Context: an optimization exercise on an open-source flow, tuned for small area and a short achievable clock period. The choices shown serve that exercise and are no tape-out recipe.
In this exercise RTL edits were held to simulation tests only and were not proved equivalent to the original.
Power is estimated from default activity; no workload was simulated.

Setup of try-yarrow:
==> flow/design.v <==
`default_nettype none
package dmx_pkg;
	localparam int unsigned MAX_SLOTS  = 512;
	localparam int unsigned SLOT_AW    = $clog2(MAX_SLOTS + 1);
	localparam int unsigned FRAME_BITS = 11;
	localparam int unsigned CFG_AW  = 5;
	localparam int unsigned CFG_DW  = 32;
	localparam int unsigned IN_DW   = 24;
	localparam int unsigned OUT_DW  = 8;
	localparam logic [2:0] REG_TX_ENABLE   = 3'd0;
	localparam logic [2:0] REG_SLOT_COUNT  = 3'd1;
	localparam logic [2:0] REG_BREAK_TICKS = 3'd2;
	localparam logic [2:0] REG_MAB_TICKS   = 3'd3;
	localparam logic [2:0] REG_BIT_TICKS   = 3'd4;
	localparam logic REQ_TICK  = 1'b0;
	localparam logic REQ_WRITE = 1'b1;
	localparam logic [9:0]  RST_SLOT_COUNT  = 10'd512;
	localparam logic [15:0] RST_BREAK_TICKS = 16'd7040;
	localparam logic [15:0] RST_MAB_TICKS   = 16'd480;
	localparam logic [11:0] RST_BIT_TICKS   = 12'd160;
	typedef enum logic [1:0] {
		PH_IDLE  = 2'd0,
		PH_BREAK = 2'd1,
		PH_MAB   = 2'd2,
		PH_SLOTS = 2'd3
	} phase_t;
	typedef struct packed {
		logic        tx_enable;
		logic [9:0]  slot_count;
		logic [15:0] break_ticks;
		logic [15:0] mab_ticks;
		logic [11:0] bit_ticks;
	} cfg_t;
endpackage
`default_nettype wire
`default_nettype none
import dmx_pkg::*;
module dmx_apb_regs (
	input  wire logic                         clk,
	input  wire logic                         arst_n,
	input  wire logic                         psel,
	input  wire logic                         penable,
	input  wire logic                         pwrite,
	input  wire logic [dmx_pkg::CFG_AW-1:0]   paddr,
	input  wire logic [dmx_pkg::CFG_DW-1:0]   pwdata,
	output logic      [dmx_pkg::CFG_DW-1:0]   prdata,
	output logic                              pready,
	output dmx_pkg::cfg_t                     cfg
);
	dmx_pkg::cfg_t cfg_q;
	logic [4:0]    wsel_q;
	logic [2:0]    reg_sel;
	logic [15:0]   rd_d, rd_q;
	assign pready  = 1'b1;
	assign reg_sel = paddr[CFG_AW-1:2];
	assign cfg     = cfg_q;
	assign prdata  = {16'd0, rd_q};
	always_ff @(posedge clk or negedge arst_n) begin
		if (!arst_n) begin
			cfg_q.tx_enable   <= 1'b0;
			cfg_q.slot_count  <= RST_SLOT_COUNT;
			cfg_q.break_ticks <= RST_BREAK_TICKS;
			cfg_q.mab_ticks   <= RST_MAB_TICKS;
			cfg_q.bit_ticks   <= RST_BIT_TICKS;
		end else if (psel && penable) begin
			if (wsel_q[0]) cfg_q.tx_enable   <= pwdata[0];
			if (wsel_q[1]) cfg_q.slot_count  <= pwdata[9:0];
			if (wsel_q[2]) cfg_q.break_ticks <= pwdata[15:0];
			if (wsel_q[3]) cfg_q.mab_ticks   <= pwdata[15:0];
			if (wsel_q[4]) cfg_q.bit_ticks   <= pwdata[11:0];
		end
	end
	always_ff @(posedge clk or negedge arst_n) begin
		if (!arst_n) begin
			wsel_q <= '0;
		end else begin
			for (int i = 0; i < 5; i++) begin
				wsel_q[i] <= psel && !penable && pwrite && reg_sel == 3'(i);
			end
		end
	end
	always_comb begin
		case (reg_sel)
			REG_TX_ENABLE:   rd_d = {15'd0, cfg_q.tx_enable};
			REG_SLOT_COUNT:  rd_d = {6'd0, cfg_q.slot_count};
			REG_BREAK_TICKS: rd_d = cfg_q.break_ticks;
			REG_MAB_TICKS:   rd_d = cfg_q.mab_ticks;
			REG_BIT_TICKS:   rd_d = {4'd0, cfg_q.bit_ticks};
			default:         rd_d = '0;
		endcase
	end
	always_ff @(posedge clk) begin
		rd_q <= rd_d;
	end
endmodule
`default_nettype wire
`default_nettype none
import dmx_pkg::*;
module dmx512_frame_transmitter (
	input  wire logic                          clk,
	input  wire logic                          arst_n,
	input  wire logic                          s_tvalid,
	output logic                               s_tready,
	input  wire logic [dmx_pkg::IN_DW-1:0]     s_tdata,   
	input  wire logic                          s_tuser,   
	output logic                               m_tvalid,
	input  wire logic                          m_tready,
	output logic      [dmx_pkg::OUT_DW-1:0]    m_tdata,   
	input  wire logic                          psel,
	input  wire logic                          penable,
	input  wire logic                          pwrite,
	input  wire logic [dmx_pkg::CFG_AW-1:0]    paddr,
	input  wire logic [dmx_pkg::CFG_DW-1:0]    pwdata,
	output logic      [dmx_pkg::CFG_DW-1:0]    prdata,
	output logic                               pready
);
	localparam int unsigned RING_LEN = 32;
	localparam int unsigned NRING    = 16;
	dmx_pkg::cfg_t cfg;
	dmx_apb_regs u_regs (
		.clk     (clk),
		.arst_n  (arst_n),
		.psel    (psel),
		.penable (penable),
		.pwrite  (pwrite),
		.paddr   (paddr),
		.pwdata  (pwdata),
		.prdata  (prdata),
		.pready  (pready),
		.cfg     (cfg)
	);
	logic               rdy_q;      
	logic               work_q;     
	logic               mval_q;     
	logic               work1_q;    
	logic               acc;
	logic               req_user_q;
	logic [SLOT_AW-1:0] req_idx_q;
	logic [7:0]         req_val_q;
	logic [4:0]         pos_q;
	logic               clr_q;
	logic               wpend_q, lpend_q;
	logic [7:0]         slot512_q;
	logic [7:0]         tail [NRING];
	logic [NRING-1:0]   ins;
	logic               wfire_q, wfire_d, wpend_d;
	logic [7:0]         wdata;
	logic               lhit;
	dmx_pkg::phase_t    phase_q, phase_n;
	logic [15:0]        tick_q, tick_n;
	logic [SLOT_AW-1:0] slot_q, slot_n;
	logic [3:0]         bit_q, bit_n;
	logic [7:0]         byte_q;
	logic               line_cur;
	logic               line_o_q, act_o_q;
	logic [1:0]         phase_o_q;
	logic               ge_q, end_q;
	logic [15:0]        thr;
	logic               load;
	assign acc      = s_tvalid && rdy_q;
	assign s_tready = rdy_q;
	assign m_tvalid = mval_q;
	assign m_tdata  = {4'd0, phase_o_q, act_o_q, line_o_q};
	always_ff @(posedge clk) begin
		if (!work_q && !wpend_q) begin
			req_user_q <= s_tuser;
			req_idx_q  <= s_tdata[SLOT_AW-1:0];
			req_val_q  <= s_tdata[SLOT_AW+7:SLOT_AW];
		end
	end
	always_ff @(posedge clk or negedge arst_n) begin
		if (!arst_n) begin
			rdy_q  <= 1'b0;
			work_q <= 1'b0;
			mval_q <= 1'b0;
			work1_q <= 1'b0;
		end else begin
			work_q <= acc;
			work1_q <= work_q;
			mval_q <= work1_q || (mval_q && !m_tready);
			rdy_q  <= !acc && !work_q && !work1_q && !(mval_q && !m_tready) && !clr_q
				&& !(wpend_q && !wfire_q) && !(lpend_q && !lhit);
		end
	end
	assign lhit  = slot_q[9] || (pos_q == slot_q[4:0]);
	assign wdata = clr_q ? 8'd0 : req_val_q;
	assign wpend_d = work_q ? (req_user_q == REQ_WRITE && !req_idx_q[9]) : (wpend_q && !wfire_q);
	assign wfire_d = wpend_d && (5'(pos_q + 5'd1) == req_idx_q[4:0]);
	always_comb begin
		for (int r = 0; r < NRING; r++) begin
			ins[r] = clr_q || (wfire_q && req_idx_q[8:5] == 4'(r));
		end
	end
	for (genvar r = 0; r < NRING; r++) begin : g_ring
		logic [8*RING_LEN-1:0] q;
		always_ff @(posedge clk) begin
			q <= {q[8*RING_LEN-9:0], ins[r] ? wdata : q[8*RING_LEN-1 -: 8]};
		end
		assign tail[r] = q[8*RING_LEN-1 -: 8];
	end
	always_ff @(posedge clk) begin
		if (clr_q) begin
			slot512_q <= 8'd0;
		end else if (work_q && req_user_q == REQ_WRITE && req_idx_q == SLOT_AW'(MAX_SLOTS)) begin
			slot512_q <= req_val_q;
		end
	end
	always_ff @(posedge clk or negedge arst_n) begin
		if (!arst_n) begin
			pos_q   <= '0;
			clr_q   <= 1'b1;
			wfire_q <= 1'b0;
			wpend_q <= 1'b0;
			lpend_q <= 1'b0;
		end else begin
			pos_q <= pos_q + 5'd1;
			if (pos_q == 5'd31) begin
				clr_q <= 1'b0;
			end
			wfire_q <= wfire_d;
			wpend_q <= wpend_d;
			if (work_q) begin
				lpend_q <= req_user_q == REQ_TICK && load;
			end else if (lhit) begin
				lpend_q <= 1'b0;
			end
		end
	end
	always_ff @(posedge clk) begin
		if (lpend_q && lhit) begin
			byte_q <= slot_q[9] ? slot512_q : tail[slot_q[8:5]];
		end
	end
	logic [15:0] tick_inc;
	for (genvar i = 0; i < 16; i++) begin : g_inc
		if (i == 0) begin : g_lsb
			assign tick_inc[i] = !tick_q[0];
		end else begin : g_bit
			assign tick_inc[i] = tick_q[i] ^ (&tick_q[i-1:0]);
		end
	end
	always_comb begin
		case (phase_q)
			PH_BREAK: thr = cfg.break_ticks;
			PH_MAB:   thr = cfg.mab_ticks;
			default:  thr = {4'd0, cfg.bit_ticks};
		endcase
	end
	always_ff @(posedge clk) begin
		ge_q  <= tick_q >= thr;
		end_q <= slot_q[9] || (slot_q >= cfg.slot_count);
	end
	always_comb begin
		phase_n = phase_q;
		slot_n  = slot_q;
		bit_n   = bit_q;
		load    = 1'b0;
		tick_n  = (ge_q || phase_q == PH_IDLE) ? 16'd1 : tick_inc;
		if (req_user_q != REQ_TICK) begin
		end else if (!cfg.tx_enable) begin
			phase_n = PH_IDLE;
		end else begin
			case (phase_q)
				PH_IDLE:  phase_n = PH_BREAK;
				PH_BREAK: if (ge_q) phase_n = PH_MAB;
				PH_MAB: begin
					if (ge_q) begin
						phase_n = PH_SLOTS;
						slot_n  = '0;
						bit_n   = '0;
						load    = 1'b1;
					end
				end
				default: begin
					if (ge_q) begin
						bit_n = bit_q + 4'd1;
						if (bit_q == 4'(FRAME_BITS - 1)) begin
							bit_n = '0;
							if (end_q) begin
								phase_n = PH_BREAK;
							end else begin
								slot_n = slot_q + 1'b1;
								load   = 1'b1;
							end
						end
					end
				end
			endcase
		end
	end
	always_comb begin
		if (phase_q == PH_BREAK) begin
			line_cur = 1'b0;
		end else if (phase_q != PH_SLOTS) begin
			line_cur = 1'b1;
		end else begin
			case (bit_q)
				4'd0:        line_cur = 1'b0;
				4'd1, 4'd2:  line_cur = byte_q[0];
				4'd3:        line_cur = byte_q[1];
				4'd4:        line_cur = byte_q[2];
				4'd5:        line_cur = byte_q[3];
				4'd6:        line_cur = byte_q[4];
				4'd7:        line_cur = byte_q[5];
				4'd8:        line_cur = byte_q[6];
				default:     line_cur = 1'b1;
			endcase
		end
	end
	always_ff @(posedge clk or negedge arst_n) begin
		if (!arst_n) begin
			phase_q <= PH_IDLE;
		end else if (work_q && req_user_q == REQ_TICK) begin
			phase_q <= phase_n;
		end
	end
	always_ff @(posedge clk) begin
		phase_o_q <= phase_q;
		line_o_q  <= line_cur;
		act_o_q   <= phase_q == PH_SLOTS;
	end
	always_ff @(posedge clk) begin
		if (work_q && req_user_q == REQ_TICK) begin
			tick_q <= tick_n;
			slot_q <= slot_n;
			bit_q  <= bit_n;
		end
	end
endmodule
`default_nettype wire
export LEC_CHECK = 0
export CAP_MARGIN = 20
export CORE_MARGIN = 2
export CORE_UTILIZATION = 60
export CTS_CLUSTER_DIAMETER = 100
export CTS_CLUSTER_SIZE = 30
export SETUP_SLACK_MARGIN = 5
export SLEW_MARGIN = 20
export SYNTH_MEMORY_MAX_BITS = 8192
create_clock -name core_clock -period 8.0 [get_ports {clk}]
run.sh (not shown) runs the stock make flow with config.mk's settings and CLKGATE_MAP_FILE= SYNTH_SCRIPT=/design/flow/synth_recipe.tcl, a recipe that flattens the netlist after the stock synthesis.
try-yarrow: done, clean on timing, DRC and antenna
Here is what was changed in the inputs of try-garnet compared with try-yarrow.
--- a/flow/design.v
+++ b/flow/design.v
@@ -49,8 +49,9 @@
 );
 	dmx_pkg::cfg_t cfg_q;
-	logic [4:0]    wsel_q;
+	logic          wr_en;
 	logic [2:0]    reg_sel;
 	logic [15:0]   rd_d, rd_q;
 	assign pready  = 1'b1;
+	assign wr_en   = psel && penable && pwrite;
 	assign reg_sel = paddr[CFG_AW-1:2];
 	assign cfg     = cfg_q;
@@ -63,19 +64,13 @@
 			cfg_q.mab_ticks   <= RST_MAB_TICKS;
 			cfg_q.bit_ticks   <= RST_BIT_TICKS;
-		end else if (psel && penable) begin
-			if (wsel_q[0]) cfg_q.tx_enable   <= pwdata[0];
-			if (wsel_q[1]) cfg_q.slot_count  <= pwdata[9:0];
-			if (wsel_q[2]) cfg_q.break_ticks <= pwdata[15:0];
-			if (wsel_q[3]) cfg_q.mab_ticks   <= pwdata[15:0];
-			if (wsel_q[4]) cfg_q.bit_ticks   <= pwdata[11:0];
-		end
-	end
-	always_ff @(posedge clk or negedge arst_n) begin
-		if (!arst_n) begin
-			wsel_q <= '0;
-		end else begin
-			for (int i = 0; i < 5; i++) begin
-				wsel_q[i] <= psel && !penable && pwrite && reg_sel == 3'(i);
-			end
+		end else if (wr_en) begin
+			case (reg_sel)
+				REG_TX_ENABLE:   cfg_q.tx_enable   <= pwdata[0];
+				REG_SLOT_COUNT:  cfg_q.slot_count  <= pwdata[9:0];
+				REG_BREAK_TICKS: cfg_q.break_ticks <= pwdata[15:0];
+				REG_MAB_TICKS:   cfg_q.mab_ticks   <= pwdata[15:0];
+				REG_BIT_TICKS:   cfg_q.bit_ticks   <= pwdata[11:0];
+				default: ;
+			endcase
 		end
 	end
Findings:
- In the tables for try-yarrow and try-garnet, combinational cell power reads higher with try-garnet.
- The sequential cell area share on try-yarrow is in line with that on try-garnet.
- Going from try-yarrow to try-garnet, worst hold path depth held steady, number of setup buffers added after CTS grew by 10, share of total power in the clock network shrank by 0.5 points, adder and majority cell fraction of the synthesized area held steady.
- Sequential cell area across try-yarrow and try-garnet: no real change.
- Area growth from synthesis to final layout: try-garnet vs try-yarrow — no meaningful difference
- Switching power: try-garnet higher than try-yarrow
- Setup slack in try-garnet is larger than in try-yarrow.
- Going from try-yarrow to try-garnet, compound-cell area share of the yosys netlist essentially unchanged, post-CTS clock slew at the launch and capture registers of the worst setup and hold paths essentially unchanged.
- Placed wire-length estimate after detailed placement: lower on try-yarrow
- try-garnet vs try-yarrow: non-clock buffer count up

## port drivers added, routing unchanged
The results above use ideal ports. As a check the final layouts listed here were re-extracted and re-timed, cells and wires unchanged. Step 1 (the two cells are an assumption about what drives the block):
set clk [get_ports {clk}]
set_driving_cell -lib_cell sky130_fd_sc_hd__clkbuf_16 $clk
set_driving_cell -lib_cell sky130_fd_sc_hd__buf_2 [delete_from_list [all_inputs] $clk]
Step 2 adds t to the input delays and takes it off the output delays; t is the mean of the earliest and latest rising clock arrival at the registers after step 1. Input paths then give back, and output paths get back, about the clock's delay inside the block. Slacks: ideal ports / drivers / drivers and shift; pairs: ideal ports / drivers.
run | t, ns | slack for setup (ns) | worst setup path at the end | slew at the worst register clock pin (ns)
try-yarrow | 0.847 | 5.011 / 4.935 / 4.257 | input to register | 0.12 / 0.12
try-garnet | 0.839 | 5.047 / 5.013 / 4.257 | input to register | 0.12 / 0.12
After both steps every run listed still meets setup and hold. For try-garnet, which loses most, drivers alone change the setup slack by -0.034 ns; drivers and shift together by -0.790 ns.
